From an optimization exercise on the open Yosys and OpenROAD flow, aimed at small area, a short achievable clock period and few clock cycles per item; shortcuts taken in it are not production practice.
In this exercise RTL edits were held to simulation tests only and were not proved equivalent to the original.
Power is estimated from default activity; no workload was simulated.

<file path="flow/run.sh">
#!/bin/bash
# synth_recipe.tcl (not shown) runs the flow's synth.tcl, then flattens the netlist and writes it again
# the make line also repeats each setting of config.mk as NAME=value (left out here)
make -C /OpenROAD-flow-scripts/flow DESIGN_CONFIG=/design/flow/config.mk WORK_HOME=/design/flow/orfs CLKGATE_MAP_FILE= SYNTH_SCRIPT=/design/flow/synth_recipe.tcl finish
</file>
<file path="flow/config.mk">
export PLATFORM = sky130hd
export DESIGN_NAME = aluTop
export DESIGN_NICKNAME = aluTop
export VERILOG_FILES = /design/flow/design.v
export SDC_FILE = /design/flow/constraint.sdc
export NUM_CORES = 4
export LEC_CHECK = 0
export CAP_MARGIN = 20
export CORE_MARGIN = 2
export CORE_UTILIZATION = 40
export SLEW_MARGIN = 20
</file>
<file path="flow/constraint.sdc">
create_clock -name core_clock -period 28.0 [get_ports {clk}]
set_input_delay 5.6000 -clock core_clock [delete_from_list [all_inputs] [get_ports {clk}]]
set_output_delay 5.6000 -clock core_clock [all_outputs]
set_load 0.01 [all_outputs]
</file>
<file path="flow/design.v">
module aluTop (
	input  logic        clk,
	input  logic        rstN,
	input  logic        start,
	input  logic [15:0] a,
	input  logic [15:0] b,
	input  logic [3:0]  op,
	output logic        done,
	output logic [31:0] result,
	output logic [1:0]  error
);
	logic [15:0] aQ, bQ;
	logic [3:0]  opQ;
	logic        v0;
	always_ff @(posedge clk) begin
		aQ  <= a;
		bQ  <= b;
		opQ <= op;
		v0  <= rstN & start;
	end
	logic [15:0] p1, q1, b1;
	logic        v1, d1, x1;
	logic [15:0] p2, q2, b2;
	logic        v2, d2, x2;
	logic [15:0] p3, q3, b3;
	logic        v3, d3, x3;
	logic [16:0] t1;
	assign t1 = {1'b0, bQ & {16{aQ[0]}}};
	logic [15:0] t2;
	assign t2 = t1[16:1];
	logic [16:0] t3;
	logic [15:0] t4;
	assign t4 = bQ & {16{aQ[1]}};
	logic [16:0] t5;
	assign t5[0] = 1'b0;
	assign t3[0] = t2[0] ^ t4[0] ^ t5[0];
	assign t5[1] = (t2[0] & t4[0]) | (t5[0] & (t2[0] ^ t4[0]));
	assign t3[1] = t2[1] ^ t4[1] ^ t5[1];
	assign t5[2] = (t2[1] & t4[1]) | (t5[1] & (t2[1] ^ t4[1]));
	assign t3[2] = t2[2] ^ t4[2] ^ t5[2];
	assign t5[3] = (t2[2] & t4[2]) | (t5[2] & (t2[2] ^ t4[2]));
	assign t3[3] = t2[3] ^ t4[3] ^ t5[3];
	assign t5[4] = (t2[3] & t4[3]) | (t5[3] & (t2[3] ^ t4[3]));
	assign t3[4] = t2[4] ^ t4[4] ^ t5[4];
	assign t5[5] = (t2[4] & t4[4]) | (t5[4] & (t2[4] ^ t4[4]));
	assign t3[5] = t2[5] ^ t4[5] ^ t5[5];
	assign t5[6] = (t2[5] & t4[5]) | (t5[5] & (t2[5] ^ t4[5]));
	assign t3[6] = t2[6] ^ t4[6] ^ t5[6];
	assign t5[7] = (t2[6] & t4[6]) | (t5[6] & (t2[6] ^ t4[6]));
	assign t3[7] = t2[7] ^ t4[7] ^ t5[7];
	assign t5[8] = (t2[7] & t4[7]) | (t5[7] & (t2[7] ^ t4[7]));
	assign t3[8] = t2[8] ^ t4[8] ^ t5[8];
	assign t5[9] = (t2[8] & t4[8]) | (t5[8] & (t2[8] ^ t4[8]));
	assign t3[9] = t2[9] ^ t4[9] ^ t5[9];
	assign t5[10] = (t2[9] & t4[9]) | (t5[9] & (t2[9] ^ t4[9]));
	assign t3[10] = t2[10] ^ t4[10] ^ t5[10];
	assign t5[11] = (t2[10] & t4[10]) | (t5[10] & (t2[10] ^ t4[10]));
	assign t3[11] = t2[11] ^ t4[11] ^ t5[11];
	assign t5[12] = (t2[11] & t4[11]) | (t5[11] & (t2[11] ^ t4[11]));
	assign t3[12] = t2[12] ^ t4[12] ^ t5[12];
	assign t5[13] = (t2[12] & t4[12]) | (t5[12] & (t2[12] ^ t4[12]));
	assign t3[13] = t2[13] ^ t4[13] ^ t5[13];
	assign t5[14] = (t2[13] & t4[13]) | (t5[13] & (t2[13] ^ t4[13]));
	assign t3[14] = t2[14] ^ t4[14] ^ t5[14];
	assign t5[15] = (t2[14] & t4[14]) | (t5[14] & (t2[14] ^ t4[14]));
	assign t3[15] = t2[15] ^ t4[15] ^ t5[15];
	assign t5[16] = (t2[15] & t4[15]) | (t5[15] & (t2[15] ^ t4[15]));
	assign t3[16] = t5[16];
	logic [15:0] t6;
	assign t6 = t3[16:1];
	logic [16:0] t7;
	logic [15:0] t8;
	assign t8 = bQ & {16{aQ[2]}};
	logic [16:0] t9;
	assign t9[0] = 1'b0;
	assign t7[0] = t6[0] ^ t8[0] ^ t9[0];
	assign t9[1] = (t6[0] & t8[0]) | (t9[0] & (t6[0] ^ t8[0]));
	assign t7[1] = t6[1] ^ t8[1] ^ t9[1];
	assign t9[2] = (t6[1] & t8[1]) | (t9[1] & (t6[1] ^ t8[1]));
	assign t7[2] = t6[2] ^ t8[2] ^ t9[2];
	assign t9[3] = (t6[2] & t8[2]) | (t9[2] & (t6[2] ^ t8[2]));
	assign t7[3] = t6[3] ^ t8[3] ^ t9[3];
	assign t9[4] = (t6[3] & t8[3]) | (t9[3] & (t6[3] ^ t8[3]));
	assign t7[4] = t6[4] ^ t8[4] ^ t9[4];
	assign t9[5] = (t6[4] & t8[4]) | (t9[4] & (t6[4] ^ t8[4]));
	assign t7[5] = t6[5] ^ t8[5] ^ t9[5];
	assign t9[6] = (t6[5] & t8[5]) | (t9[5] & (t6[5] ^ t8[5]));
	assign t7[6] = t6[6] ^ t8[6] ^ t9[6];
	assign t9[7] = (t6[6] & t8[6]) | (t9[6] & (t6[6] ^ t8[6]));
	assign t7[7] = t6[7] ^ t8[7] ^ t9[7];
	assign t9[8] = (t6[7] & t8[7]) | (t9[7] & (t6[7] ^ t8[7]));
	assign t7[8] = t6[8] ^ t8[8] ^ t9[8];
	assign t9[9] = (t6[8] & t8[8]) | (t9[8] & (t6[8] ^ t8[8]));
	assign t7[9] = t6[9] ^ t8[9] ^ t9[9];
	assign t9[10] = (t6[9] & t8[9]) | (t9[9] & (t6[9] ^ t8[9]));
	assign t7[10] = t6[10] ^ t8[10] ^ t9[10];
	assign t9[11] = (t6[10] & t8[10]) | (t9[10] & (t6[10] ^ t8[10]));
	assign t7[11] = t6[11] ^ t8[11] ^ t9[11];
	assign t9[12] = (t6[11] & t8[11]) | (t9[11] & (t6[11] ^ t8[11]));
	assign t7[12] = t6[12] ^ t8[12] ^ t9[12];
	assign t9[13] = (t6[12] & t8[12]) | (t9[12] & (t6[12] ^ t8[12]));
	assign t7[13] = t6[13] ^ t8[13] ^ t9[13];
	assign t9[14] = (t6[13] & t8[13]) | (t9[13] & (t6[13] ^ t8[13]));
	assign t7[14] = t6[14] ^ t8[14] ^ t9[14];
	assign t9[15] = (t6[14] & t8[14]) | (t9[14] & (t6[14] ^ t8[14]));
	assign t7[15] = t6[15] ^ t8[15] ^ t9[15];
	assign t9[16] = (t6[15] & t8[15]) | (t9[15] & (t6[15] ^ t8[15]));
	assign t7[16] = t9[16];
	logic [15:0] t10;
	assign t10 = t7[16:1];
	logic [16:0] t11;
	logic [15:0] t12;
	assign t12 = bQ & {16{aQ[3]}};
	logic [16:0] t13;
	assign t13[0] = 1'b0;
	assign t11[0] = t10[0] ^ t12[0] ^ t13[0];
	assign t13[1] = (t10[0] & t12[0]) | (t13[0] & (t10[0] ^ t12[0]));
	assign t11[1] = t10[1] ^ t12[1] ^ t13[1];
	assign t13[2] = (t10[1] & t12[1]) | (t13[1] & (t10[1] ^ t12[1]));
	assign t11[2] = t10[2] ^ t12[2] ^ t13[2];
	assign t13[3] = (t10[2] & t12[2]) | (t13[2] & (t10[2] ^ t12[2]));
	assign t11[3] = t10[3] ^ t12[3] ^ t13[3];
	assign t13[4] = (t10[3] & t12[3]) | (t13[3] & (t10[3] ^ t12[3]));
	assign t11[4] = t10[4] ^ t12[4] ^ t13[4];
	assign t13[5] = (t10[4] & t12[4]) | (t13[4] & (t10[4] ^ t12[4]));
	assign t11[5] = t10[5] ^ t12[5] ^ t13[5];
	assign t13[6] = (t10[5] & t12[5]) | (t13[5] & (t10[5] ^ t12[5]));
	assign t11[6] = t10[6] ^ t12[6] ^ t13[6];
	assign t13[7] = (t10[6] & t12[6]) | (t13[6] & (t10[6] ^ t12[6]));
	assign t11[7] = t10[7] ^ t12[7] ^ t13[7];
	assign t13[8] = (t10[7] & t12[7]) | (t13[7] & (t10[7] ^ t12[7]));
	assign t11[8] = t10[8] ^ t12[8] ^ t13[8];
	assign t13[9] = (t10[8] & t12[8]) | (t13[8] & (t10[8] ^ t12[8]));
	assign t11[9] = t10[9] ^ t12[9] ^ t13[9];
	assign t13[10] = (t10[9] & t12[9]) | (t13[9] & (t10[9] ^ t12[9]));
	assign t11[10] = t10[10] ^ t12[10] ^ t13[10];
	assign t13[11] = (t10[10] & t12[10]) | (t13[10] & (t10[10] ^ t12[10]));
	assign t11[11] = t10[11] ^ t12[11] ^ t13[11];
	assign t13[12] = (t10[11] & t12[11]) | (t13[11] & (t10[11] ^ t12[11]));
	assign t11[12] = t10[12] ^ t12[12] ^ t13[12];
	assign t13[13] = (t10[12] & t12[12]) | (t13[12] & (t10[12] ^ t12[12]));
	assign t11[13] = t10[13] ^ t12[13] ^ t13[13];
	assign t13[14] = (t10[13] & t12[13]) | (t13[13] & (t10[13] ^ t12[13]));
	assign t11[14] = t10[14] ^ t12[14] ^ t13[14];
	assign t13[15] = (t10[14] & t12[14]) | (t13[14] & (t10[14] ^ t12[14]));
	assign t11[15] = t10[15] ^ t12[15] ^ t13[15];
	assign t13[16] = (t10[15] & t12[15]) | (t13[15] & (t10[15] ^ t12[15]));
	assign t11[16] = t13[16];
	logic [15:0] t14;
	assign t14 = t11[16:1];
	logic [0:0] t15;
	assign t15 = aQ[15];
	logic [1:0] t16;
	assign t16 = {1'b0, t15} - {1'b0, bQ[0:0]};
	logic [0:0] t17;
	assign t17 = ~(|bQ[15:1]) & ~t16[1];
	logic [0:0] t18;
	assign t18 = t17 ? t16[0:0] : t15;
	logic [1:0] t19;
	assign t19 = {t18, aQ[14]};
	logic [2:0] t20;
	assign t20 = {1'b0, t19} - {1'b0, bQ[1:0]};
	logic [0:0] t21;
	assign t21 = ~(|bQ[15:2]) & ~t20[2];
	logic [1:0] t22;
	assign t22 = t21 ? t20[1:0] : t19;
	logic [2:0] t23;
	assign t23 = {t22, aQ[13]};
	logic [3:0] t24;
	assign t24 = {1'b0, t23} - {1'b0, bQ[2:0]};
	logic [0:0] t25;
	assign t25 = ~(|bQ[15:3]) & ~t24[3];
	logic [2:0] t26;
	assign t26 = t25 ? t24[2:0] : t23;
	logic [3:0] t27;
	assign t27 = {t26, aQ[12]};
	logic [4:0] t28;
	assign t28 = {1'b0, t27} - {1'b0, bQ[3:0]};
	logic [0:0] t29;
	assign t29 = ~(|bQ[15:4]) & ~t28[4];
	logic [3:0] t30;
	assign t30 = t29 ? t28[3:0] : t27;
	logic isDiv, isMod, isMul, isAdd;
	assign isDiv = (opQ == 4'h3) | (opQ == 4'h4);
	assign isMod = (opQ == 4'h4);
	assign isMul = (opQ == 4'h2);
	assign isAdd = (opQ[3:1] == 3'b101);
	logic [16:0] sum;
	logic        ovf, flag;
	logic [15:0] sumG;
	assign sum  = {1'b0, aQ} + {1'b0, bQ ^ {16{opQ[0]}}} + {16'b0, opQ[0]};
	assign ovf  = opQ[0] ? ((aQ[15] != bQ[15]) & (sum[15] != aQ[15])) : sum[16];
	assign flag = isAdd & ovf;
	assign sumG = sum[15:0] & {16{isAdd}};
	always_ff @(posedge clk) begin
		v1 <= rstN & v0;
		b1 <= bQ;
		d1 <= isDiv;
		x1 <= isDiv ? isMod : flag;
		p1 <= isDiv ? 16'(t30) : isMul ? t14 : (sumG >> 4);
		q1 <= isDiv ? {t29, t25, t21, t17, aQ[0], aQ[1], aQ[2], aQ[3], aQ[4], aQ[5], aQ[6], aQ[7], aQ[8], aQ[9], aQ[10], aQ[11]} : isMul ? {t11[0], t7[0], t3[0], t1[0], aQ[15], aQ[14], aQ[13], aQ[12], aQ[11], aQ[10], aQ[9], aQ[8], aQ[7], aQ[6], aQ[5], aQ[4]} : {sumG[3:0], 12'b0};
	end
	logic [16:0] t31;
	logic [15:0] t32;
	assign t32 = b1 & {16{q1[0]}};
	logic [16:0] t33;
	assign t33[0] = 1'b0;
	assign t31[0] = p1[0] ^ t32[0] ^ t33[0];
	assign t33[1] = (p1[0] & t32[0]) | (t33[0] & (p1[0] ^ t32[0]));
	assign t31[1] = p1[1] ^ t32[1] ^ t33[1];
	assign t33[2] = (p1[1] & t32[1]) | (t33[1] & (p1[1] ^ t32[1]));
	assign t31[2] = p1[2] ^ t32[2] ^ t33[2];
	assign t33[3] = (p1[2] & t32[2]) | (t33[2] & (p1[2] ^ t32[2]));
	assign t31[3] = p1[3] ^ t32[3] ^ t33[3];
	assign t33[4] = (p1[3] & t32[3]) | (t33[3] & (p1[3] ^ t32[3]));
	assign t31[4] = p1[4] ^ t32[4] ^ t33[4];
	assign t33[5] = (p1[4] & t32[4]) | (t33[4] & (p1[4] ^ t32[4]));
	assign t31[5] = p1[5] ^ t32[5] ^ t33[5];
	assign t33[6] = (p1[5] & t32[5]) | (t33[5] & (p1[5] ^ t32[5]));
	assign t31[6] = p1[6] ^ t32[6] ^ t33[6];
	assign t33[7] = (p1[6] & t32[6]) | (t33[6] & (p1[6] ^ t32[6]));
	assign t31[7] = p1[7] ^ t32[7] ^ t33[7];
	assign t33[8] = (p1[7] & t32[7]) | (t33[7] & (p1[7] ^ t32[7]));
	assign t31[8] = p1[8] ^ t32[8] ^ t33[8];
	assign t33[9] = (p1[8] & t32[8]) | (t33[8] & (p1[8] ^ t32[8]));
	assign t31[9] = p1[9] ^ t32[9] ^ t33[9];
	assign t33[10] = (p1[9] & t32[9]) | (t33[9] & (p1[9] ^ t32[9]));
	assign t31[10] = p1[10] ^ t32[10] ^ t33[10];
	assign t33[11] = (p1[10] & t32[10]) | (t33[10] & (p1[10] ^ t32[10]));
	assign t31[11] = p1[11] ^ t32[11] ^ t33[11];
	assign t33[12] = (p1[11] & t32[11]) | (t33[11] & (p1[11] ^ t32[11]));
	assign t31[12] = p1[12] ^ t32[12] ^ t33[12];
	assign t33[13] = (p1[12] & t32[12]) | (t33[12] & (p1[12] ^ t32[12]));
	assign t31[13] = p1[13] ^ t32[13] ^ t33[13];
	assign t33[14] = (p1[13] & t32[13]) | (t33[13] & (p1[13] ^ t32[13]));
	assign t31[14] = p1[14] ^ t32[14] ^ t33[14];
	assign t33[15] = (p1[14] & t32[14]) | (t33[14] & (p1[14] ^ t32[14]));
	assign t31[15] = p1[15] ^ t32[15] ^ t33[15];
	assign t33[16] = (p1[15] & t32[15]) | (t33[15] & (p1[15] ^ t32[15]));
	assign t31[16] = t33[16];
	logic [15:0] t34;
	assign t34 = t31[16:1];
	logic [16:0] t35;
	logic [15:0] t36;
	assign t36 = b1 & {16{q1[1]}};
	logic [16:0] t37;
	assign t37[0] = 1'b0;
	assign t35[0] = t34[0] ^ t36[0] ^ t37[0];
	assign t37[1] = (t34[0] & t36[0]) | (t37[0] & (t34[0] ^ t36[0]));
	assign t35[1] = t34[1] ^ t36[1] ^ t37[1];
	assign t37[2] = (t34[1] & t36[1]) | (t37[1] & (t34[1] ^ t36[1]));
	assign t35[2] = t34[2] ^ t36[2] ^ t37[2];
	assign t37[3] = (t34[2] & t36[2]) | (t37[2] & (t34[2] ^ t36[2]));
	assign t35[3] = t34[3] ^ t36[3] ^ t37[3];
	assign t37[4] = (t34[3] & t36[3]) | (t37[3] & (t34[3] ^ t36[3]));
	assign t35[4] = t34[4] ^ t36[4] ^ t37[4];
	assign t37[5] = (t34[4] & t36[4]) | (t37[4] & (t34[4] ^ t36[4]));
	assign t35[5] = t34[5] ^ t36[5] ^ t37[5];
	assign t37[6] = (t34[5] & t36[5]) | (t37[5] & (t34[5] ^ t36[5]));
	assign t35[6] = t34[6] ^ t36[6] ^ t37[6];
	assign t37[7] = (t34[6] & t36[6]) | (t37[6] & (t34[6] ^ t36[6]));
	assign t35[7] = t34[7] ^ t36[7] ^ t37[7];
	assign t37[8] = (t34[7] & t36[7]) | (t37[7] & (t34[7] ^ t36[7]));
	assign t35[8] = t34[8] ^ t36[8] ^ t37[8];
	assign t37[9] = (t34[8] & t36[8]) | (t37[8] & (t34[8] ^ t36[8]));
	assign t35[9] = t34[9] ^ t36[9] ^ t37[9];
	assign t37[10] = (t34[9] & t36[9]) | (t37[9] & (t34[9] ^ t36[9]));
	assign t35[10] = t34[10] ^ t36[10] ^ t37[10];
	assign t37[11] = (t34[10] & t36[10]) | (t37[10] & (t34[10] ^ t36[10]));
	assign t35[11] = t34[11] ^ t36[11] ^ t37[11];
	assign t37[12] = (t34[11] & t36[11]) | (t37[11] & (t34[11] ^ t36[11]));
	assign t35[12] = t34[12] ^ t36[12] ^ t37[12];
	assign t37[13] = (t34[12] & t36[12]) | (t37[12] & (t34[12] ^ t36[12]));
	assign t35[13] = t34[13] ^ t36[13] ^ t37[13];
	assign t37[14] = (t34[13] & t36[13]) | (t37[13] & (t34[13] ^ t36[13]));
	assign t35[14] = t34[14] ^ t36[14] ^ t37[14];
	assign t37[15] = (t34[14] & t36[14]) | (t37[14] & (t34[14] ^ t36[14]));
	assign t35[15] = t34[15] ^ t36[15] ^ t37[15];
	assign t37[16] = (t34[15] & t36[15]) | (t37[15] & (t34[15] ^ t36[15]));
	assign t35[16] = t37[16];
	logic [15:0] t38;
	assign t38 = t35[16:1];
	logic [16:0] t39;
	logic [15:0] t40;
	assign t40 = b1 & {16{q1[2]}};
	logic [16:0] t41;
	assign t41[0] = 1'b0;
	assign t39[0] = t38[0] ^ t40[0] ^ t41[0];
	assign t41[1] = (t38[0] & t40[0]) | (t41[0] & (t38[0] ^ t40[0]));
	assign t39[1] = t38[1] ^ t40[1] ^ t41[1];
	assign t41[2] = (t38[1] & t40[1]) | (t41[1] & (t38[1] ^ t40[1]));
	assign t39[2] = t38[2] ^ t40[2] ^ t41[2];
	assign t41[3] = (t38[2] & t40[2]) | (t41[2] & (t38[2] ^ t40[2]));
	assign t39[3] = t38[3] ^ t40[3] ^ t41[3];
	assign t41[4] = (t38[3] & t40[3]) | (t41[3] & (t38[3] ^ t40[3]));
	assign t39[4] = t38[4] ^ t40[4] ^ t41[4];
	assign t41[5] = (t38[4] & t40[4]) | (t41[4] & (t38[4] ^ t40[4]));
	assign t39[5] = t38[5] ^ t40[5] ^ t41[5];
	assign t41[6] = (t38[5] & t40[5]) | (t41[5] & (t38[5] ^ t40[5]));
	assign t39[6] = t38[6] ^ t40[6] ^ t41[6];
	assign t41[7] = (t38[6] & t40[6]) | (t41[6] & (t38[6] ^ t40[6]));
	assign t39[7] = t38[7] ^ t40[7] ^ t41[7];
	assign t41[8] = (t38[7] & t40[7]) | (t41[7] & (t38[7] ^ t40[7]));
	assign t39[8] = t38[8] ^ t40[8] ^ t41[8];
	assign t41[9] = (t38[8] & t40[8]) | (t41[8] & (t38[8] ^ t40[8]));
	assign t39[9] = t38[9] ^ t40[9] ^ t41[9];
	assign t41[10] = (t38[9] & t40[9]) | (t41[9] & (t38[9] ^ t40[9]));
	assign t39[10] = t38[10] ^ t40[10] ^ t41[10];
	assign t41[11] = (t38[10] & t40[10]) | (t41[10] & (t38[10] ^ t40[10]));
	assign t39[11] = t38[11] ^ t40[11] ^ t41[11];
	assign t41[12] = (t38[11] & t40[11]) | (t41[11] & (t38[11] ^ t40[11]));
	assign t39[12] = t38[12] ^ t40[12] ^ t41[12];
	assign t41[13] = (t38[12] & t40[12]) | (t41[12] & (t38[12] ^ t40[12]));
	assign t39[13] = t38[13] ^ t40[13] ^ t41[13];
	assign t41[14] = (t38[13] & t40[13]) | (t41[13] & (t38[13] ^ t40[13]));
	assign t39[14] = t38[14] ^ t40[14] ^ t41[14];
	assign t41[15] = (t38[14] & t40[14]) | (t41[14] & (t38[14] ^ t40[14]));
	assign t39[15] = t38[15] ^ t40[15] ^ t41[15];
	assign t41[16] = (t38[15] & t40[15]) | (t41[15] & (t38[15] ^ t40[15]));
	assign t39[16] = t41[16];
	logic [15:0] t42;
	assign t42 = t39[16:1];
	logic [16:0] t43;
	logic [15:0] t44;
	assign t44 = b1 & {16{q1[3]}};
	logic [16:0] t45;
	assign t45[0] = 1'b0;
	assign t43[0] = t42[0] ^ t44[0] ^ t45[0];
	assign t45[1] = (t42[0] & t44[0]) | (t45[0] & (t42[0] ^ t44[0]));
	assign t43[1] = t42[1] ^ t44[1] ^ t45[1];
	assign t45[2] = (t42[1] & t44[1]) | (t45[1] & (t42[1] ^ t44[1]));
	assign t43[2] = t42[2] ^ t44[2] ^ t45[2];
	assign t45[3] = (t42[2] & t44[2]) | (t45[2] & (t42[2] ^ t44[2]));
	assign t43[3] = t42[3] ^ t44[3] ^ t45[3];
	assign t45[4] = (t42[3] & t44[3]) | (t45[3] & (t42[3] ^ t44[3]));
	assign t43[4] = t42[4] ^ t44[4] ^ t45[4];
	assign t45[5] = (t42[4] & t44[4]) | (t45[4] & (t42[4] ^ t44[4]));
	assign t43[5] = t42[5] ^ t44[5] ^ t45[5];
	assign t45[6] = (t42[5] & t44[5]) | (t45[5] & (t42[5] ^ t44[5]));
	assign t43[6] = t42[6] ^ t44[6] ^ t45[6];
	assign t45[7] = (t42[6] & t44[6]) | (t45[6] & (t42[6] ^ t44[6]));
	assign t43[7] = t42[7] ^ t44[7] ^ t45[7];
	assign t45[8] = (t42[7] & t44[7]) | (t45[7] & (t42[7] ^ t44[7]));
	assign t43[8] = t42[8] ^ t44[8] ^ t45[8];
	assign t45[9] = (t42[8] & t44[8]) | (t45[8] & (t42[8] ^ t44[8]));
	assign t43[9] = t42[9] ^ t44[9] ^ t45[9];
	assign t45[10] = (t42[9] & t44[9]) | (t45[9] & (t42[9] ^ t44[9]));
	assign t43[10] = t42[10] ^ t44[10] ^ t45[10];
	assign t45[11] = (t42[10] & t44[10]) | (t45[10] & (t42[10] ^ t44[10]));
	assign t43[11] = t42[11] ^ t44[11] ^ t45[11];
	assign t45[12] = (t42[11] & t44[11]) | (t45[11] & (t42[11] ^ t44[11]));
	assign t43[12] = t42[12] ^ t44[12] ^ t45[12];
	assign t45[13] = (t42[12] & t44[12]) | (t45[12] & (t42[12] ^ t44[12]));
	assign t43[13] = t42[13] ^ t44[13] ^ t45[13];
	assign t45[14] = (t42[13] & t44[13]) | (t45[13] & (t42[13] ^ t44[13]));
	assign t43[14] = t42[14] ^ t44[14] ^ t45[14];
	assign t45[15] = (t42[14] & t44[14]) | (t45[14] & (t42[14] ^ t44[14]));
	assign t43[15] = t42[15] ^ t44[15] ^ t45[15];
	assign t45[16] = (t42[15] & t44[15]) | (t45[15] & (t42[15] ^ t44[15]));
	assign t43[16] = t45[16];
	logic [15:0] t46;
	assign t46 = t43[16:1];
	logic [4:0] t47;
	assign t47 = {p1[3:0], q1[0]};
	logic [5:0] t48;
	assign t48 = {1'b0, t47} - {1'b0, b1[4:0]};
	logic [0:0] t49;
	assign t49 = ~(|b1[15:5]) & ~t48[5];
	logic [4:0] t50;
	assign t50 = t49 ? t48[4:0] : t47;
	logic [5:0] t51;
	assign t51 = {t50, q1[1]};
	logic [6:0] t52;
	assign t52 = {1'b0, t51} - {1'b0, b1[5:0]};
	logic [0:0] t53;
	assign t53 = ~(|b1[15:6]) & ~t52[6];
	logic [5:0] t54;
	assign t54 = t53 ? t52[5:0] : t51;
	logic [6:0] t55;
	assign t55 = {t54, q1[2]};
	logic [7:0] t56;
	assign t56 = {1'b0, t55} - {1'b0, b1[6:0]};
	logic [0:0] t57;
	assign t57 = ~(|b1[15:7]) & ~t56[7];
	logic [6:0] t58;
	assign t58 = t57 ? t56[6:0] : t55;
	logic [7:0] t59;
	assign t59 = {t58, q1[3]};
	logic [8:0] t60;
	assign t60 = {1'b0, t59} - {1'b0, b1[7:0]};
	logic [0:0] t61;
	assign t61 = ~(|b1[15:8]) & ~t60[8];
	logic [7:0] t62;
	assign t62 = t61 ? t60[7:0] : t59;
	always_ff @(posedge clk) begin
		v2 <= rstN & v1;
		b2 <= b1;
		d2 <= d1;
		x2 <= x1;
		p2[15:8] <= t46[15:8];
		p2[7:0] <= d1 ? t62 : t46[7:0];
		q2[11:0] <= q1[15:4];
		q2[12] <= d1 ? t49 : t31[0];
		q2[13] <= d1 ? t53 : t35[0];
		q2[14] <= d1 ? t57 : t39[0];
		q2[15] <= d1 ? t61 : t43[0];
	end
	logic [16:0] t63;
	logic [15:0] t64;
	assign t64 = b2 & {16{q2[0]}};
	logic [16:0] t65;
	assign t65[0] = 1'b0;
	assign t63[0] = p2[0] ^ t64[0] ^ t65[0];
	assign t65[1] = (p2[0] & t64[0]) | (t65[0] & (p2[0] ^ t64[0]));
	assign t63[1] = p2[1] ^ t64[1] ^ t65[1];
	assign t65[2] = (p2[1] & t64[1]) | (t65[1] & (p2[1] ^ t64[1]));
	assign t63[2] = p2[2] ^ t64[2] ^ t65[2];
	assign t65[3] = (p2[2] & t64[2]) | (t65[2] & (p2[2] ^ t64[2]));
	assign t63[3] = p2[3] ^ t64[3] ^ t65[3];
	assign t65[4] = (p2[3] & t64[3]) | (t65[3] & (p2[3] ^ t64[3]));
	assign t63[4] = p2[4] ^ t64[4] ^ t65[4];
	assign t65[5] = (p2[4] & t64[4]) | (t65[4] & (p2[4] ^ t64[4]));
	assign t63[5] = p2[5] ^ t64[5] ^ t65[5];
	assign t65[6] = (p2[5] & t64[5]) | (t65[5] & (p2[5] ^ t64[5]));
	assign t63[6] = p2[6] ^ t64[6] ^ t65[6];
	assign t65[7] = (p2[6] & t64[6]) | (t65[6] & (p2[6] ^ t64[6]));
	assign t63[7] = p2[7] ^ t64[7] ^ t65[7];
	assign t65[8] = (p2[7] & t64[7]) | (t65[7] & (p2[7] ^ t64[7]));
	assign t63[8] = p2[8] ^ t64[8] ^ t65[8];
	assign t65[9] = (p2[8] & t64[8]) | (t65[8] & (p2[8] ^ t64[8]));
	assign t63[9] = p2[9] ^ t64[9] ^ t65[9];
	assign t65[10] = (p2[9] & t64[9]) | (t65[9] & (p2[9] ^ t64[9]));
	assign t63[10] = p2[10] ^ t64[10] ^ t65[10];
	assign t65[11] = (p2[10] & t64[10]) | (t65[10] & (p2[10] ^ t64[10]));
	assign t63[11] = p2[11] ^ t64[11] ^ t65[11];
	assign t65[12] = (p2[11] & t64[11]) | (t65[11] & (p2[11] ^ t64[11]));
	assign t63[12] = p2[12] ^ t64[12] ^ t65[12];
	assign t65[13] = (p2[12] & t64[12]) | (t65[12] & (p2[12] ^ t64[12]));
	assign t63[13] = p2[13] ^ t64[13] ^ t65[13];
	assign t65[14] = (p2[13] & t64[13]) | (t65[13] & (p2[13] ^ t64[13]));
	assign t63[14] = p2[14] ^ t64[14] ^ t65[14];
	assign t65[15] = (p2[14] & t64[14]) | (t65[14] & (p2[14] ^ t64[14]));
	assign t63[15] = p2[15] ^ t64[15] ^ t65[15];
	assign t65[16] = (p2[15] & t64[15]) | (t65[15] & (p2[15] ^ t64[15]));
	assign t63[16] = t65[16];
	logic [15:0] t66;
	assign t66 = t63[16:1];
	logic [16:0] t67;
	logic [15:0] t68;
	assign t68 = b2 & {16{q2[1]}};
	logic [16:0] t69;
	assign t69[0] = 1'b0;
	assign t67[0] = t66[0] ^ t68[0] ^ t69[0];
	assign t69[1] = (t66[0] & t68[0]) | (t69[0] & (t66[0] ^ t68[0]));
	assign t67[1] = t66[1] ^ t68[1] ^ t69[1];
	assign t69[2] = (t66[1] & t68[1]) | (t69[1] & (t66[1] ^ t68[1]));
	assign t67[2] = t66[2] ^ t68[2] ^ t69[2];
	assign t69[3] = (t66[2] & t68[2]) | (t69[2] & (t66[2] ^ t68[2]));
	assign t67[3] = t66[3] ^ t68[3] ^ t69[3];
	assign t69[4] = (t66[3] & t68[3]) | (t69[3] & (t66[3] ^ t68[3]));
	assign t67[4] = t66[4] ^ t68[4] ^ t69[4];
	assign t69[5] = (t66[4] & t68[4]) | (t69[4] & (t66[4] ^ t68[4]));
	assign t67[5] = t66[5] ^ t68[5] ^ t69[5];
	assign t69[6] = (t66[5] & t68[5]) | (t69[5] & (t66[5] ^ t68[5]));
	assign t67[6] = t66[6] ^ t68[6] ^ t69[6];
	assign t69[7] = (t66[6] & t68[6]) | (t69[6] & (t66[6] ^ t68[6]));
	assign t67[7] = t66[7] ^ t68[7] ^ t69[7];
	assign t69[8] = (t66[7] & t68[7]) | (t69[7] & (t66[7] ^ t68[7]));
	assign t67[8] = t66[8] ^ t68[8] ^ t69[8];
	assign t69[9] = (t66[8] & t68[8]) | (t69[8] & (t66[8] ^ t68[8]));
	assign t67[9] = t66[9] ^ t68[9] ^ t69[9];
	assign t69[10] = (t66[9] & t68[9]) | (t69[9] & (t66[9] ^ t68[9]));
	assign t67[10] = t66[10] ^ t68[10] ^ t69[10];
	assign t69[11] = (t66[10] & t68[10]) | (t69[10] & (t66[10] ^ t68[10]));
	assign t67[11] = t66[11] ^ t68[11] ^ t69[11];
	assign t69[12] = (t66[11] & t68[11]) | (t69[11] & (t66[11] ^ t68[11]));
	assign t67[12] = t66[12] ^ t68[12] ^ t69[12];
	assign t69[13] = (t66[12] & t68[12]) | (t69[12] & (t66[12] ^ t68[12]));
	assign t67[13] = t66[13] ^ t68[13] ^ t69[13];
	assign t69[14] = (t66[13] & t68[13]) | (t69[13] & (t66[13] ^ t68[13]));
	assign t67[14] = t66[14] ^ t68[14] ^ t69[14];
	assign t69[15] = (t66[14] & t68[14]) | (t69[14] & (t66[14] ^ t68[14]));
	assign t67[15] = t66[15] ^ t68[15] ^ t69[15];
	assign t69[16] = (t66[15] & t68[15]) | (t69[15] & (t66[15] ^ t68[15]));
	assign t67[16] = t69[16];
	logic [15:0] t70;
	assign t70 = t67[16:1];
	logic [16:0] t71;
	logic [15:0] t72;
	assign t72 = b2 & {16{q2[2]}};
	logic [16:0] t73;
	assign t73[0] = 1'b0;
	assign t71[0] = t70[0] ^ t72[0] ^ t73[0];
	assign t73[1] = (t70[0] & t72[0]) | (t73[0] & (t70[0] ^ t72[0]));
	assign t71[1] = t70[1] ^ t72[1] ^ t73[1];
	assign t73[2] = (t70[1] & t72[1]) | (t73[1] & (t70[1] ^ t72[1]));
	assign t71[2] = t70[2] ^ t72[2] ^ t73[2];
	assign t73[3] = (t70[2] & t72[2]) | (t73[2] & (t70[2] ^ t72[2]));
	assign t71[3] = t70[3] ^ t72[3] ^ t73[3];
	assign t73[4] = (t70[3] & t72[3]) | (t73[3] & (t70[3] ^ t72[3]));
	assign t71[4] = t70[4] ^ t72[4] ^ t73[4];
	assign t73[5] = (t70[4] & t72[4]) | (t73[4] & (t70[4] ^ t72[4]));
	assign t71[5] = t70[5] ^ t72[5] ^ t73[5];
	assign t73[6] = (t70[5] & t72[5]) | (t73[5] & (t70[5] ^ t72[5]));
	assign t71[6] = t70[6] ^ t72[6] ^ t73[6];
	assign t73[7] = (t70[6] & t72[6]) | (t73[6] & (t70[6] ^ t72[6]));
	assign t71[7] = t70[7] ^ t72[7] ^ t73[7];
	assign t73[8] = (t70[7] & t72[7]) | (t73[7] & (t70[7] ^ t72[7]));
	assign t71[8] = t70[8] ^ t72[8] ^ t73[8];
	assign t73[9] = (t70[8] & t72[8]) | (t73[8] & (t70[8] ^ t72[8]));
	assign t71[9] = t70[9] ^ t72[9] ^ t73[9];
	assign t73[10] = (t70[9] & t72[9]) | (t73[9] & (t70[9] ^ t72[9]));
	assign t71[10] = t70[10] ^ t72[10] ^ t73[10];
	assign t73[11] = (t70[10] & t72[10]) | (t73[10] & (t70[10] ^ t72[10]));
	assign t71[11] = t70[11] ^ t72[11] ^ t73[11];
	assign t73[12] = (t70[11] & t72[11]) | (t73[11] & (t70[11] ^ t72[11]));
	assign t71[12] = t70[12] ^ t72[12] ^ t73[12];
	assign t73[13] = (t70[12] & t72[12]) | (t73[12] & (t70[12] ^ t72[12]));
	assign t71[13] = t70[13] ^ t72[13] ^ t73[13];
	assign t73[14] = (t70[13] & t72[13]) | (t73[13] & (t70[13] ^ t72[13]));
	assign t71[14] = t70[14] ^ t72[14] ^ t73[14];
	assign t73[15] = (t70[14] & t72[14]) | (t73[14] & (t70[14] ^ t72[14]));
	assign t71[15] = t70[15] ^ t72[15] ^ t73[15];
	assign t73[16] = (t70[15] & t72[15]) | (t73[15] & (t70[15] ^ t72[15]));
	assign t71[16] = t73[16];
	logic [15:0] t74;
	assign t74 = t71[16:1];
	logic [16:0] t75;
	logic [15:0] t76;
	assign t76 = b2 & {16{q2[3]}};
	logic [16:0] t77;
	assign t77[0] = 1'b0;
	assign t75[0] = t74[0] ^ t76[0] ^ t77[0];
	assign t77[1] = (t74[0] & t76[0]) | (t77[0] & (t74[0] ^ t76[0]));
	assign t75[1] = t74[1] ^ t76[1] ^ t77[1];
	assign t77[2] = (t74[1] & t76[1]) | (t77[1] & (t74[1] ^ t76[1]));
	assign t75[2] = t74[2] ^ t76[2] ^ t77[2];
	assign t77[3] = (t74[2] & t76[2]) | (t77[2] & (t74[2] ^ t76[2]));
	assign t75[3] = t74[3] ^ t76[3] ^ t77[3];
	assign t77[4] = (t74[3] & t76[3]) | (t77[3] & (t74[3] ^ t76[3]));
	assign t75[4] = t74[4] ^ t76[4] ^ t77[4];
	assign t77[5] = (t74[4] & t76[4]) | (t77[4] & (t74[4] ^ t76[4]));
	assign t75[5] = t74[5] ^ t76[5] ^ t77[5];
	assign t77[6] = (t74[5] & t76[5]) | (t77[5] & (t74[5] ^ t76[5]));
	assign t75[6] = t74[6] ^ t76[6] ^ t77[6];
	assign t77[7] = (t74[6] & t76[6]) | (t77[6] & (t74[6] ^ t76[6]));
	assign t75[7] = t74[7] ^ t76[7] ^ t77[7];
	assign t77[8] = (t74[7] & t76[7]) | (t77[7] & (t74[7] ^ t76[7]));
	assign t75[8] = t74[8] ^ t76[8] ^ t77[8];
	assign t77[9] = (t74[8] & t76[8]) | (t77[8] & (t74[8] ^ t76[8]));
	assign t75[9] = t74[9] ^ t76[9] ^ t77[9];
	assign t77[10] = (t74[9] & t76[9]) | (t77[9] & (t74[9] ^ t76[9]));
	assign t75[10] = t74[10] ^ t76[10] ^ t77[10];
	assign t77[11] = (t74[10] & t76[10]) | (t77[10] & (t74[10] ^ t76[10]));
	assign t75[11] = t74[11] ^ t76[11] ^ t77[11];
	assign t77[12] = (t74[11] & t76[11]) | (t77[11] & (t74[11] ^ t76[11]));
	assign t75[12] = t74[12] ^ t76[12] ^ t77[12];
	assign t77[13] = (t74[12] & t76[12]) | (t77[12] & (t74[12] ^ t76[12]));
	assign t75[13] = t74[13] ^ t76[13] ^ t77[13];
	assign t77[14] = (t74[13] & t76[13]) | (t77[13] & (t74[13] ^ t76[13]));
	assign t75[14] = t74[14] ^ t76[14] ^ t77[14];
	assign t77[15] = (t74[14] & t76[14]) | (t77[14] & (t74[14] ^ t76[14]));
	assign t75[15] = t74[15] ^ t76[15] ^ t77[15];
	assign t77[16] = (t74[15] & t76[15]) | (t77[15] & (t74[15] ^ t76[15]));
	assign t75[16] = t77[16];
	logic [15:0] t78;
	assign t78 = t75[16:1];
	logic [8:0] t79;
	assign t79 = {p2[7:0], q2[0]};
	logic [9:0] t80;
	assign t80 = {1'b0, t79} - {1'b0, b2[8:0]};
	logic [0:0] t81;
	assign t81 = ~(|b2[15:9]) & ~t80[9];
	logic [8:0] t82;
	assign t82 = t81 ? t80[8:0] : t79;
	logic [9:0] t83;
	assign t83 = {t82, q2[1]};
	logic [10:0] t84;
	assign t84 = {1'b0, t83} - {1'b0, b2[9:0]};
	logic [0:0] t85;
	assign t85 = ~(|b2[15:10]) & ~t84[10];
	logic [9:0] t86;
	assign t86 = t85 ? t84[9:0] : t83;
	logic [10:0] t87;
	assign t87 = {t86, q2[2]};
	logic [11:0] t88;
	assign t88 = {1'b0, t87} - {1'b0, b2[10:0]};
	logic [0:0] t89;
	assign t89 = ~(|b2[15:11]) & ~t88[11];
	logic [10:0] t90;
	assign t90 = t89 ? t88[10:0] : t87;
	logic [11:0] t91;
	assign t91 = {t90, q2[3]};
	logic [12:0] t92;
	assign t92 = {1'b0, t91} - {1'b0, b2[11:0]};
	logic [0:0] t93;
	assign t93 = ~(|b2[15:12]) & ~t92[12];
	logic [11:0] t94;
	assign t94 = t93 ? t92[11:0] : t91;
	always_ff @(posedge clk) begin
		v3 <= rstN & v2;
		b3 <= b2;
		d3 <= d2;
		x3 <= x2;
		p3[15:12] <= t78[15:12];
		p3[11:0] <= d2 ? t94 : t78[11:0];
		q3[11:0] <= q2[15:4];
		q3[12] <= d2 ? t81 : t63[0];
		q3[13] <= d2 ? t85 : t67[0];
		q3[14] <= d2 ? t89 : t71[0];
		q3[15] <= d2 ? t93 : t75[0];
	end
	logic [16:0] t95;
	logic [15:0] t96;
	assign t96 = b3 & {16{q3[0]}};
	logic [16:0] t97;
	assign t97[0] = 1'b0;
	assign t95[0] = p3[0] ^ t96[0] ^ t97[0];
	assign t97[1] = (p3[0] & t96[0]) | (t97[0] & (p3[0] ^ t96[0]));
	assign t95[1] = p3[1] ^ t96[1] ^ t97[1];
	assign t97[2] = (p3[1] & t96[1]) | (t97[1] & (p3[1] ^ t96[1]));
	assign t95[2] = p3[2] ^ t96[2] ^ t97[2];
	assign t97[3] = (p3[2] & t96[2]) | (t97[2] & (p3[2] ^ t96[2]));
	assign t95[3] = p3[3] ^ t96[3] ^ t97[3];
	assign t97[4] = (p3[3] & t96[3]) | (t97[3] & (p3[3] ^ t96[3]));
	assign t95[4] = p3[4] ^ t96[4] ^ t97[4];
	assign t97[5] = (p3[4] & t96[4]) | (t97[4] & (p3[4] ^ t96[4]));
	assign t95[5] = p3[5] ^ t96[5] ^ t97[5];
	assign t97[6] = (p3[5] & t96[5]) | (t97[5] & (p3[5] ^ t96[5]));
	assign t95[6] = p3[6] ^ t96[6] ^ t97[6];
	assign t97[7] = (p3[6] & t96[6]) | (t97[6] & (p3[6] ^ t96[6]));
	assign t95[7] = p3[7] ^ t96[7] ^ t97[7];
	assign t97[8] = (p3[7] & t96[7]) | (t97[7] & (p3[7] ^ t96[7]));
	assign t95[8] = p3[8] ^ t96[8] ^ t97[8];
	assign t97[9] = (p3[8] & t96[8]) | (t97[8] & (p3[8] ^ t96[8]));
	assign t95[9] = p3[9] ^ t96[9] ^ t97[9];
	assign t97[10] = (p3[9] & t96[9]) | (t97[9] & (p3[9] ^ t96[9]));
	assign t95[10] = p3[10] ^ t96[10] ^ t97[10];
	assign t97[11] = (p3[10] & t96[10]) | (t97[10] & (p3[10] ^ t96[10]));
	assign t95[11] = p3[11] ^ t96[11] ^ t97[11];
	assign t97[12] = (p3[11] & t96[11]) | (t97[11] & (p3[11] ^ t96[11]));
	assign t95[12] = p3[12] ^ t96[12] ^ t97[12];
	assign t97[13] = (p3[12] & t96[12]) | (t97[12] & (p3[12] ^ t96[12]));
	assign t95[13] = p3[13] ^ t96[13] ^ t97[13];
	assign t97[14] = (p3[13] & t96[13]) | (t97[13] & (p3[13] ^ t96[13]));
	assign t95[14] = p3[14] ^ t96[14] ^ t97[14];
	assign t97[15] = (p3[14] & t96[14]) | (t97[14] & (p3[14] ^ t96[14]));
	assign t95[15] = p3[15] ^ t96[15] ^ t97[15];
	assign t97[16] = (p3[15] & t96[15]) | (t97[15] & (p3[15] ^ t96[15]));
	assign t95[16] = t97[16];
	logic [15:0] t98;
	assign t98 = t95[16:1];
	logic [16:0] t99;
	logic [15:0] t100;
	assign t100 = b3 & {16{q3[1]}};
	logic [16:0] t101;
	assign t101[0] = 1'b0;
	assign t99[0] = t98[0] ^ t100[0] ^ t101[0];
	assign t101[1] = (t98[0] & t100[0]) | (t101[0] & (t98[0] ^ t100[0]));
	assign t99[1] = t98[1] ^ t100[1] ^ t101[1];
	assign t101[2] = (t98[1] & t100[1]) | (t101[1] & (t98[1] ^ t100[1]));
	assign t99[2] = t98[2] ^ t100[2] ^ t101[2];
	assign t101[3] = (t98[2] & t100[2]) | (t101[2] & (t98[2] ^ t100[2]));
	assign t99[3] = t98[3] ^ t100[3] ^ t101[3];
	assign t101[4] = (t98[3] & t100[3]) | (t101[3] & (t98[3] ^ t100[3]));
	assign t99[4] = t98[4] ^ t100[4] ^ t101[4];
	assign t101[5] = (t98[4] & t100[4]) | (t101[4] & (t98[4] ^ t100[4]));
	assign t99[5] = t98[5] ^ t100[5] ^ t101[5];
	assign t101[6] = (t98[5] & t100[5]) | (t101[5] & (t98[5] ^ t100[5]));
	assign t99[6] = t98[6] ^ t100[6] ^ t101[6];
	assign t101[7] = (t98[6] & t100[6]) | (t101[6] & (t98[6] ^ t100[6]));
	assign t99[7] = t98[7] ^ t100[7] ^ t101[7];
	assign t101[8] = (t98[7] & t100[7]) | (t101[7] & (t98[7] ^ t100[7]));
	assign t99[8] = t98[8] ^ t100[8] ^ t101[8];
	assign t101[9] = (t98[8] & t100[8]) | (t101[8] & (t98[8] ^ t100[8]));
	assign t99[9] = t98[9] ^ t100[9] ^ t101[9];
	assign t101[10] = (t98[9] & t100[9]) | (t101[9] & (t98[9] ^ t100[9]));
	assign t99[10] = t98[10] ^ t100[10] ^ t101[10];
	assign t101[11] = (t98[10] & t100[10]) | (t101[10] & (t98[10] ^ t100[10]));
	assign t99[11] = t98[11] ^ t100[11] ^ t101[11];
	assign t101[12] = (t98[11] & t100[11]) | (t101[11] & (t98[11] ^ t100[11]));
	assign t99[12] = t98[12] ^ t100[12] ^ t101[12];
	assign t101[13] = (t98[12] & t100[12]) | (t101[12] & (t98[12] ^ t100[12]));
	assign t99[13] = t98[13] ^ t100[13] ^ t101[13];
	assign t101[14] = (t98[13] & t100[13]) | (t101[13] & (t98[13] ^ t100[13]));
	assign t99[14] = t98[14] ^ t100[14] ^ t101[14];
	assign t101[15] = (t98[14] & t100[14]) | (t101[14] & (t98[14] ^ t100[14]));
	assign t99[15] = t98[15] ^ t100[15] ^ t101[15];
	assign t101[16] = (t98[15] & t100[15]) | (t101[15] & (t98[15] ^ t100[15]));
	assign t99[16] = t101[16];
	logic [15:0] t102;
	assign t102 = t99[16:1];
	logic [16:0] t103;
	logic [15:0] t104;
	assign t104 = b3 & {16{q3[2]}};
	logic [16:0] t105;
	assign t105[0] = 1'b0;
	assign t103[0] = t102[0] ^ t104[0] ^ t105[0];
	assign t105[1] = (t102[0] & t104[0]) | (t105[0] & (t102[0] ^ t104[0]));
	assign t103[1] = t102[1] ^ t104[1] ^ t105[1];
	assign t105[2] = (t102[1] & t104[1]) | (t105[1] & (t102[1] ^ t104[1]));
	assign t103[2] = t102[2] ^ t104[2] ^ t105[2];
	assign t105[3] = (t102[2] & t104[2]) | (t105[2] & (t102[2] ^ t104[2]));
	assign t103[3] = t102[3] ^ t104[3] ^ t105[3];
	assign t105[4] = (t102[3] & t104[3]) | (t105[3] & (t102[3] ^ t104[3]));
	assign t103[4] = t102[4] ^ t104[4] ^ t105[4];
	assign t105[5] = (t102[4] & t104[4]) | (t105[4] & (t102[4] ^ t104[4]));
	assign t103[5] = t102[5] ^ t104[5] ^ t105[5];
	assign t105[6] = (t102[5] & t104[5]) | (t105[5] & (t102[5] ^ t104[5]));
	assign t103[6] = t102[6] ^ t104[6] ^ t105[6];
	assign t105[7] = (t102[6] & t104[6]) | (t105[6] & (t102[6] ^ t104[6]));
	assign t103[7] = t102[7] ^ t104[7] ^ t105[7];
	assign t105[8] = (t102[7] & t104[7]) | (t105[7] & (t102[7] ^ t104[7]));
	assign t103[8] = t102[8] ^ t104[8] ^ t105[8];
	assign t105[9] = (t102[8] & t104[8]) | (t105[8] & (t102[8] ^ t104[8]));
	assign t103[9] = t102[9] ^ t104[9] ^ t105[9];
	assign t105[10] = (t102[9] & t104[9]) | (t105[9] & (t102[9] ^ t104[9]));
	assign t103[10] = t102[10] ^ t104[10] ^ t105[10];
	assign t105[11] = (t102[10] & t104[10]) | (t105[10] & (t102[10] ^ t104[10]));
	assign t103[11] = t102[11] ^ t104[11] ^ t105[11];
	assign t105[12] = (t102[11] & t104[11]) | (t105[11] & (t102[11] ^ t104[11]));
	assign t103[12] = t102[12] ^ t104[12] ^ t105[12];
	assign t105[13] = (t102[12] & t104[12]) | (t105[12] & (t102[12] ^ t104[12]));
	assign t103[13] = t102[13] ^ t104[13] ^ t105[13];
	assign t105[14] = (t102[13] & t104[13]) | (t105[13] & (t102[13] ^ t104[13]));
	assign t103[14] = t102[14] ^ t104[14] ^ t105[14];
	assign t105[15] = (t102[14] & t104[14]) | (t105[14] & (t102[14] ^ t104[14]));
	assign t103[15] = t102[15] ^ t104[15] ^ t105[15];
	assign t105[16] = (t102[15] & t104[15]) | (t105[15] & (t102[15] ^ t104[15]));
	assign t103[16] = t105[16];
	logic [15:0] t106;
	assign t106 = t103[16:1];
	logic [16:0] t107;
	logic [15:0] t108;
	assign t108 = b3 & {16{q3[3]}};
	logic [16:0] t109;
	assign t109[0] = 1'b0;
	assign t107[0] = t106[0] ^ t108[0] ^ t109[0];
	assign t109[1] = (t106[0] & t108[0]) | (t109[0] & (t106[0] ^ t108[0]));
	assign t107[1] = t106[1] ^ t108[1] ^ t109[1];
	assign t109[2] = (t106[1] & t108[1]) | (t109[1] & (t106[1] ^ t108[1]));
	assign t107[2] = t106[2] ^ t108[2] ^ t109[2];
	assign t109[3] = (t106[2] & t108[2]) | (t109[2] & (t106[2] ^ t108[2]));
	assign t107[3] = t106[3] ^ t108[3] ^ t109[3];
	assign t109[4] = (t106[3] & t108[3]) | (t109[3] & (t106[3] ^ t108[3]));
	assign t107[4] = t106[4] ^ t108[4] ^ t109[4];
	assign t109[5] = (t106[4] & t108[4]) | (t109[4] & (t106[4] ^ t108[4]));
	assign t107[5] = t106[5] ^ t108[5] ^ t109[5];
	assign t109[6] = (t106[5] & t108[5]) | (t109[5] & (t106[5] ^ t108[5]));
	assign t107[6] = t106[6] ^ t108[6] ^ t109[6];
	assign t109[7] = (t106[6] & t108[6]) | (t109[6] & (t106[6] ^ t108[6]));
	assign t107[7] = t106[7] ^ t108[7] ^ t109[7];
	assign t109[8] = (t106[7] & t108[7]) | (t109[7] & (t106[7] ^ t108[7]));
	assign t107[8] = t106[8] ^ t108[8] ^ t109[8];
	assign t109[9] = (t106[8] & t108[8]) | (t109[8] & (t106[8] ^ t108[8]));
	assign t107[9] = t106[9] ^ t108[9] ^ t109[9];
	assign t109[10] = (t106[9] & t108[9]) | (t109[9] & (t106[9] ^ t108[9]));
	assign t107[10] = t106[10] ^ t108[10] ^ t109[10];
	assign t109[11] = (t106[10] & t108[10]) | (t109[10] & (t106[10] ^ t108[10]));
	assign t107[11] = t106[11] ^ t108[11] ^ t109[11];
	assign t109[12] = (t106[11] & t108[11]) | (t109[11] & (t106[11] ^ t108[11]));
	assign t107[12] = t106[12] ^ t108[12] ^ t109[12];
	assign t109[13] = (t106[12] & t108[12]) | (t109[12] & (t106[12] ^ t108[12]));
	assign t107[13] = t106[13] ^ t108[13] ^ t109[13];
	assign t109[14] = (t106[13] & t108[13]) | (t109[13] & (t106[13] ^ t108[13]));
	assign t107[14] = t106[14] ^ t108[14] ^ t109[14];
	assign t109[15] = (t106[14] & t108[14]) | (t109[14] & (t106[14] ^ t108[14]));
	assign t107[15] = t106[15] ^ t108[15] ^ t109[15];
	assign t109[16] = (t106[15] & t108[15]) | (t109[15] & (t106[15] ^ t108[15]));
	assign t107[16] = t109[16];
	logic [15:0] t110;
	assign t110 = t107[16:1];
	logic [12:0] t111;
	assign t111 = {p3[11:0], q3[0]};
	logic [13:0] t112;
	assign t112 = {1'b0, t111} - {1'b0, b3[12:0]};
	logic [0:0] t113;
	assign t113 = ~(|b3[15:13]) & ~t112[13];
	logic [12:0] t114;
	assign t114 = t113 ? t112[12:0] : t111;
	logic [13:0] t115;
	assign t115 = {t114, q3[1]};
	logic [14:0] t116;
	assign t116 = {1'b0, t115} - {1'b0, b3[13:0]};
	logic [0:0] t117;
	assign t117 = ~(|b3[15:14]) & ~t116[14];
	logic [13:0] t118;
	assign t118 = t117 ? t116[13:0] : t115;
	logic [14:0] t119;
	assign t119 = {t118, q3[2]};
	logic [15:0] t120;
	assign t120 = {1'b0, t119} - {1'b0, b3[14:0]};
	logic [0:0] t121;
	assign t121 = ~(|b3[15:15]) & ~t120[15];
	logic [14:0] t122;
	assign t122 = t121 ? t120[14:0] : t119;
	logic [15:0] t123;
	assign t123 = {t122, q3[3]};
	logic [16:0] t124;
	assign t124 = {1'b0, t123} - {1'b0, b3[15:0]};
	logic [0:0] t125;
	assign t125 = ~t124[16];
	logic [15:0] t126;
	assign t126 = t125 ? t124[15:0] : t123;
	logic [31:0] mulW;
	logic [15:0] quo, rem;
	logic        bz;
	assign mulW = {t110, {t107[0], t103[0], t99[0], t95[0], q3[15], q3[14], q3[13], q3[12], q3[11], q3[10], q3[9], q3[8], q3[7], q3[6], q3[5], q3[4]}};
	assign quo  = {q3[4], q3[5], q3[6], q3[7], q3[8], q3[9], q3[10], q3[11], q3[12], q3[13], q3[14], q3[15], t113, t117, t121, t125};
	assign rem  = t126;
	assign bz   = ~(|b3);
	always_ff @(posedge clk) begin
		done   <= rstN & v3;
		result <= d3 ? (bz ? 32'b0 : {16'b0, x3 ? rem : quo}) : (mulW | {15'b0, x3, 16'b0});
		error  <= {d3 & bz, ~d3 & x3};
	end
endmodule
</file>
==> flow_metrics.env <==
export IMPL_clock_fmax_ghz=0.09989
export IMPL_clkLatencyLatePin_ns=0.56
export IMPL_max_slew_margin=0.3927
export IMPL_worstMarginPinSlew_ns=0.9049
export IMPL_die_w_um=232.6
export IMPL_synthCells=2311
export IMPL_cpMaxStageDelayCell="o311ai_2"
export IMPL_nets=2827
export IMPL_cts_sinks=225
export IMPL_initial_core_util=0.4057
export IMPL_grt_pass1_vias=16650
export IMPL_yosys_most_used_dff="dfxtp_1"
export IMPL_synth_cell_types=81
export IMPL_overflow=0
export IMPL_root_buffer="clkbuf_16"
export IMPL_track_usage=0.2116
export IMPL_cp_num_buf_inv=3
export IMPL_cts_hold_buf=0
export IMPL_start_kind="flop"
export IMPL_leakage_uw=0.01037
export IMPL_gp_congestion=0.9121
export IMPL_peakVddDrop_v=0.00004892
export IMPL_end_kind="flop"
export IMPL_drc=0
export IMPL_yosysWarningCount=1
export IMPL_cts_path_max_buffers=3
export IMPL_syn_num_nets=2768
export IMPL_first_pass_iters=7
export IMPL_fin_crit_sh=0.3575
export IMPL_diodes=0
export IMPL_cellPowerDensity_nw_per_um2=68.28
export IMPL_drive_above_1_share=0.06192
export IMPL_cp_arrival_ns=10.46
export IMPL_num_rows=83
export IMPL_synth_seq_cells=225
export IMPL_r2r_worst_path_cells=32
export IMPL_synth_common_cells="inv_1, fa_1, dfxtp_1"
export IMPL_h_tree_depth=1
export IMPL_postCtsResizedCells=0
export IMPL_min_path_type="reg -> reg"
export IMPL_grt_max_degree=26
export IMPL_wire_per_inst_um=18.52
export IMPL_totalWireLength_mm=56.87
export IMPL_rsz0062_at_grt="no"
export IMPL_grt_antenna_before_repair=0
export IMPL_via_per_inst=5.382
export IMPL_postRouteAntennaNets=0
export IMPL_final_area_sq_um=23320
export IMPL_outcome="timing/DRC/antenna clean"
export IMPL_portBuffers=73
export IMPL_synth_edff_count=0
export IMPL_critPathMaxStageDelay_ns=0.72
export IMPL_die_h_um=232.6
export IMPL_synth_area_leaders="fa_1, dfxtp_1, ha_1, inv_1, nand2_1"
export IMPL_cts_made_buffers=26
export IMPL_worst_ep_required_time_ns=28.45
export IMPL_grt_pass1_wl_mm=89.95
export IMPL_vias=16520
export IMPL_syn_area_sq_um=20900
export IMPL_fin_worst_skew_ns=0.01785
export IMPL_yosys_area_top_type="fa_1"
export IMPL_period_needed_ns=10.01
export IMPL_clk_pin_slew_worst_paths_ns=0.07
export IMPL_finalHoldViolCount=0
export IMPL_yosysSeqAreaShare=0.2155
export IMPL_hold_depth=0
export IMPL_setup_tns_ns=0
export IMPL_dp_hpwl_mm=46.08
export IMPL_core_area_sq_um=51510
export IMPL_io_pins=74
export IMPL_setup_viol=0
export IMPL_timing_max_cap_violations=0
export IMPL_slew_violations=0
export IMPL_syn_avg_cell_area_sq_um=9.043
export IMPL_placed_area_sq_um=22370
export IMPL_cts_tree="done"
export IMPL_netlist_area_leader_share=0.2299
export IMPL_crit_fanout=18
export IMPL_postCtsSetupBuffers=0
export IMPL_die_area_sq_um=54090
export IMPL_cp_depth=32
export IMPL_yosysMostFrequentCell="inv_1"
export IMPL_drt_initial_drc_count=984
export IMPL_cpLargestDelayFamily="compound AO/OA/AOI/OAI gates"
export IMPL_async_flop_share=0
export IMPL_criticalPathCategory="reg -> reg"
export IMPL_areaGrowthSynthToFinish_pct=11.58
flip-flops by register name (all words and copies together) (netlist names), 2 cells and up:
signal	flops
result	32
q2	16
aQ	16
p1	16
error	2
q1	16
p2	16
b2	16
b3	16
bQ	16
p3	16
q3	16
opQ	4
b1	16
cells by family after synthesis:
kind of cell / synth area share
XOR/XNOR: 0.04442
AO/OA/AOI/OAI: 0.1509
AND/OR/NAND/NOR: 0.1482
buffers and inverters: 0.06765
multiplexers: 0.03682
flip-flops: 0.2155
adder cells (fa/ha/maj): 0.3365
final timing paths:
kind | end | from | slack (ns)
worst max-delay path | result[8] | b3[1] | 17.99
worst min-delay path | q3[3] | q2[7] | 0.32
worst max register to register | result[8] | b3[1] | 17.99
worst min register to register | q3[3] | q2[7] | 0.32
metrics by stage:
stage          worst slack, ns  cells  power [uW]  utilization  hold WS (ns)
2_1_floorplan            18.47   2311       983.1            -        0.3096
3_3_place_gp             17.77   3022        1207       0.4341        0.3100
3_5_place_dp             17.97   3022        1219       0.4343        0.3121
4_1_cts                  17.96   3070        1596       0.4527        0.3256
5_1_grt                  17.36   3070        1711       0.4527        0.3281
6_report                 17.99   3070        1592       0.4527        0.3231
worst register-to-register path: cells and delay by family (launching register included):
kind | cells | cell delay, ns
compound gates | 20 | 5.70
fa+ha+maj | 4 | 1.52
buf+inv | 3 | 0.89
mux | 2 | 0.79
simple gates | 3 | 0.63
flops | 1 | 0.36
per-layer routing:
| layer | global-route usage | share of wire | up-vias |
|---|---|---|---|
| li1 | - | - | 7896 |
| met1 | 0.2751 | 0.44 | 8135 |
| met2 | 0.3698 | 0.48 | 402 |
| met3 | 0.02659 | 0.049 | 91 |
| met4 | 0.05613 | 0.028 | 0 |
| met5 | 0 | 0 | - |
power by group:
| part | internal (uW) | switching, uW |
|---|---|---|
| clock network | 227 | 140 |
| logic | 351 | 471 |
| registers | 363 | 40.2 |
| total | 941 | 651 |
area by class of cell:
| type | instances | area [sq um] |
|---|---|---|
| Fill cell | 5023 | 28190 |
| Multi-Input combinational cell | 1714 | 14990 |
| Sequential cell | 225 | 4504 |
| Inverter | 316 | 1186 |
| Tap cell | 680 | 850.8 |
| Timing Repair Buffer | 87 | 835.8 |
| Clock buffer | 32 | 703.2 |
| Clock inverter | 16 | 246.5 |
layout by cell type (no fill, tap or decap), types with 7 or more instances in the layout:
cell,n
clkdlybuf4s50_1,73
mux2i_1,21
a22oi_1,8
dfxtp_1,225
nand2_1,223
o31a_1,7
a21bo_2,7
a22o_1,11
and3_1,11
buf_4,14
nor4_1,12
xnor2_1,52
a222oi_1,7
xor2_1,54
nand2b_1,18
or2_2,11
a21oi_1,92
nor2b_1,28
o22ai_1,9
o21a_1,26
nand3_1,36
a31oi_1,22
mux2_2,46
clkbuf_16,26
inv_1,314
nor2_1,181
fa_1,240
ha_1,178
a21o_1,42
and2_1,61
a211oi_1,18
o21ai_0,88
o2111ai_1,8
o211ai_1,17
o221a_2,7
nor3_1,43
Testbench counts, summed over its fixed seeds: cycles 8,032, items 8,000.

static timing again, ports no longer ideal:
No port has a modelled driver above. Below, the same layout with a new extraction and two added sets of constraints. Step 1 (the two cells are an assumption about what drives the block):
set clk [get_ports {clk}]
set_driving_cell -lib_cell sky130_fd_sc_hd__clkbuf_16 $clk
set_driving_cell -lib_cell sky130_fd_sc_hd__buf_2 [delete_from_list [all_inputs] $clk]
Step 2 moves the port delays by t, midway between the first and last clock arrival at a register: inputs arrive t later, outputs are due t later. That takes back most of the time a late clock gives input paths. a / b / c = no drivers / after step 1 / after step 2; a / b = the first two.
t (ns): 0.603
slack for setup (ns): 17.989 / 17.989 / 17.989
worst slew at a driven data input, ns: 0.05
After both steps setup and hold are still met in this run. The setup slack of this run moves by 0.000 ns with the drivers and by 0.000 ns with both steps.
